This design comes from an exercise in tuning for small area, a short achievable clock period and few clock cycles on the open sky130 flow, not from production work.
RTL that was checked went through simulation tests only; none was proved equivalent to the original.
No activity file was given, so power comes from the tool's default toggle rates.

Design current_level_classifier, start of the top module:
module current_level_classifier #(
    parameter int MAX_SAMPLES = clc_pkg::MAX_SAMPLES_DEF,
    parameter int TOP_COUNT   = clc_pkg::TOP_COUNT_DEF
) (
    input  logic                              aclk,
    input  logic                              aresetn,
    input  logic                              s_tvalid,
    output logic                              s_tready,
    input  logic [clc_pkg::TDATA_IN_W-1:0]    s_tdata,    
    input  logic                              s_tuser,    
    input  logic                              s_tlast,
    output logic                              m_tvalid,
    input  logic                              m_tready,
    output logic [clc_pkg::TDATA_OUT_W-1:0]   m_tdata,    
    input  logic                              cfg_valid,
    output logic                              cfg_ready,
    input  logic [clc_pkg::CFG_IDX_W-1:0]     cfg_index,
    input  logic [clc_pkg::CUR_W-1:0]         cfg_data
);
    logic [15:0] rated_n_reg, minw_n_reg;
    logic        mode_reg;
    wire  [15:0] rated_reg = ~rated_n_reg;
    wire  [15:0] minw_reg  = ~minw_n_reg;
    assign cfg_ready = 1'b1;
    always_ff @(posedge aclk) begin
        if (!aresetn) begin
            rated_n_reg <= ~16'd1000;
            minw_n_reg  <= ~16'd200;
            mode_reg    <= 1'b0;
        end else if (cfg_valid) begin
  ...
For scale: about 1300 cells after synthesis, about 140 flip-flops.
==> flow/config.mk <==
export PLATFORM = sky130hd
export DESIGN_NAME = current_level_classifier
export DESIGN_NICKNAME = current_level_classifier
export VERILOG_FILES = /design/flow/design.v
export SDC_FILE = /design/flow/constraint.sdc
export NUM_CORES = 4
export LEC_CHECK = 0
export CAP_MARGIN = 20
export CORE_MARGIN = 2
export CORE_UTILIZATION = 40
export CTS_BUF_LIST = sky130_fd_sc_hd__clkbuf_8
export SETUP_SLACK_MARGIN = 2.4
export SLEW_MARGIN = 20
==> flow/constraint.sdc <==
create_clock -name core_clock -period 6.5 [get_ports {aclk}]
set_input_delay 1.3000 -clock core_clock [delete_from_list [all_inputs] [get_ports {aclk}]]
set_output_delay 1.3000 -clock core_clock [all_outputs]
set_load 0.01 [all_outputs]
standard.sh (not shown) runs the stock make flow with config.mk's settings and CLKGATE_MAP_FILE= SYNTH_SCRIPT=/design/flow/synth_recipe.tcl, a recipe that flattens the netlist after the stock synthesis.
==> flow/flow/run.sh <==
#!/bin/bash
set -o pipefail
export BUFFER_PORTS_ARGS="-buffer_cell sky130_fd_sc_hd__buf_1"
bash standard.sh > standard.log 2>&1
Edit:
--- a/flow/design.v
+++ b/flow/design.v
@@ -128,17 +128,17 @@
     wire ge2 = cb_ge3 && t2_ge;
     wire hold2 = ge2 || !cb_ge2;
     wire [15:0] t0_ins = ge0 ? t0 : v_sm;
     wire [15:0] t1_ins = ge1 ? t1 : (ge0 ? v_sm : t0);
     wire [15:0] t2_ins = hold2 ? t2 : (ge1 ? v_sm : t1);
     wire [26:0] dr = acc_reg[26:0];
     wire [26:0] dm = acc_reg[53:27];
     wire        first = !cb_ge1;
-    localparam int CW = 3;                     
+    localparam int CW = 4;                     
     localparam int NY = (27 + CW - 1) / CW - 1;
     logic [NY-1:0] cyr_reg, cym_reg;
     logic [26:0] dr_ins, dm_ins;
     logic [NY-1:0] cyr_ins, cym_ins;
     clc_csacc #(.CW(CW)) u_accr (.d(dr), .cy(cyr_reg), .first(first), .vu(vu), .vs(vs),
                       .cur(rated_reg), .d_new(dr_ins), .cy_new(cyr_ins));
     clc_csacc #(.CW(CW)) u_accm (.d(dm), .cy(cym_reg), .first(first), .vu(vu), .vs(vs),
                       .cur(minw_reg), .d_new(dm_ins), .cy_new(cym_ins));
@@ -223,33 +223,35 @@
         else if (!dm_neg)       st_mean = 3'd0;
         else                    st_mean = 3'd2;
     end
     wire [17:0] tb_t = acc_reg[49:32];
     wire [1:0]  tb_k = acc_reg[51:50];
     logic [21:0] xa, xb, xc, xd, xs1, xc1, xs2, xc2;
     logic [19:0] ya, yb, yc, ys1, yc1;
     logic        kx, ky, x_neg, y_neg;
-    clc_cout #(.N(21)) u_cx (.a(xs2[20:0]), .b(xc2[20:0]), .cin(1'b1), .cout(kx));
-    clc_cout #(.N(19)) u_cy (.a(ys1[18:0]), .b(yc1[18:0]), .cin(1'b1), .cout(ky));
     always_comb begin
         xa  = {2'd0, tb_t, 2'b00};
         xb  = {4'd0, tb_t};
         xc  = ~(tb_k[0] ? {4'd0, rated_reg, 2'b00} : 22'd0);
         xd  = ~(tb_k[1] ? {3'd0, rated_reg, 3'b000} : 22'd0);
         xs1 = xa ^ xb ^ xc;
         xc1 = {(xa[20:0] & xb[20:0]) | (xa[20:0] & xc[20:0]) | (xb[20:0] & xc[20:0]), 1'b1};
         xs2 = xs1 ^ xc1 ^ xd;
         xc2 = {(xs1[20:0] & xc1[20:0]) | (xs1[20:0] & xd[20:0]) | (xc1[20:0] & xd[20:0]), 1'b0};
+        kx  = 1'b1;
+        for (int i = 0; i < 21; i++) kx = (xs2[i] & xc2[i]) | (kx & (xs2[i] | xc2[i]));
         x_neg = xs2[21] ^ xc2[21] ^ kx;
         ya  = {2'd0, tb_t};
         yb  = ~(tb_k[0] ? {4'd0, minw_reg} : 20'd0);
         yc  = ~(tb_k[1] ? {3'd0, minw_reg, 1'b0} : 20'd0);
         ys1 = ya ^ yb ^ yc;
         yc1 = {(ya[18:0] & yb[18:0]) | (ya[18:0] & yc[18:0]) | (yb[18:0] & yc[18:0]), 1'b1};
+        ky  = 1'b1;
+        for (int i = 0; i < 19; i++) ky = (ys1[i] & yc1[i]) | (ky & (ys1[i] | yc1[i]));
         y_neg = ys1[19] ^ yc1[19] ^ ky;
     end
     wire        is_off  = (tb_k == 2'd1) ? (tb_t <= 18'd100) :
                           (tb_k == 2'd2) ? (tb_t <= 18'd200) : (tb_t <= 18'd300);
     logic [2:0] st_peak;
     always_comb begin
         if (rated_reg == 16'd0 || tb_k == 2'd0)        st_peak = 3'd4;
         else if (!x_neg)                          st_peak = 3'd1;
@@ -363,33 +365,8 @@
         end
         gt = g3[1] | (e3[1] & g3[0]);
         eq = e3[1] & e3[0];
         if (a[15] != b[15]) ge = !a[15];
         else if (a[15])     ge = !gt;
         else                ge = gt | eq;
     end
 endmodule
-module clc_cout #(
-    parameter int N = 16
-) (
-    input  logic [N-1:0] a,
-    input  logic [N-1:0] b,
-    input  logic         cin,
-    output logic         cout
-);
-    localparam int M = 1 << $clog2(N);
-    logic [M-1:0] g, p;
-    always_comb begin
-        for (int i = 0; i < M; i++) begin
-            g[i] = (i < N) ? (a[i] & b[i]) : 1'b0;
-            p[i] = (i < N) ? (a[i] | b[i]) : 1'b1;
-        end
-        g[0] = g[0] | (p[0] & cin);
-        for (int w = 1; w < M; w = w * 2) begin
-            for (int i = 0; i + w < M; i = i + 2 * w) begin
-                g[i] = g[i+w] | (p[i+w] & g[i]);
-                p[i] = p[i+w] & p[i];
-            end
-        end
-        cout = g[0];
-    end
-endmodule
Result:
- clock skew is about the same
- register-to-register slack gets worse by 20 ps
- die area decreases by 3.0%
- cell area falls by 2.9%
- sequential power hardly moves
- cell count shrinks by 5.3%
- critical path depth stays the same
- clock power falls by about 2%
- via count decreases by 6.2%
- sequential share of layout area barely changes
- utilization hardly moves
- synthesized cell count shrinks by 4.9%
- wire length is lower by 10%
Testbench counts after the change, summed over its fixed seeds: cycles 36,491.
The RTL of the first run of this note was laid out without a check of its function.

## port drivers added, routing unchanged
The flow's constraints put no driver on any port. The routed layouts listed below were extracted and timed again, unchanged, in two steps. Step 1: set_driving_cell puts a clkbuf_16 on aclk and a buf_2 on each other input, an assumption about the parent block. Step 2 times the ports against the registers' clock, not the clock port: input delays grow and output delays shrink by t, the midpoint of the rising clock arrivals with the driver on. Three values: ideal ports, drivers, drivers and shift; two values: the first two.
run | shift t [ns] | setup WS [ns] | clock arrival spread, ns | worst data-port slew with drivers (ns)
the first run | 0.518 | 2.559 / 2.559 / 2.559 | 0.021 / 0.021 | 0.05
the second run | 0.520 | 2.537 / 2.537 / 2.537 | 0.023 / 0.023 | 0.05
After both steps every run listed still meets setup and hold.
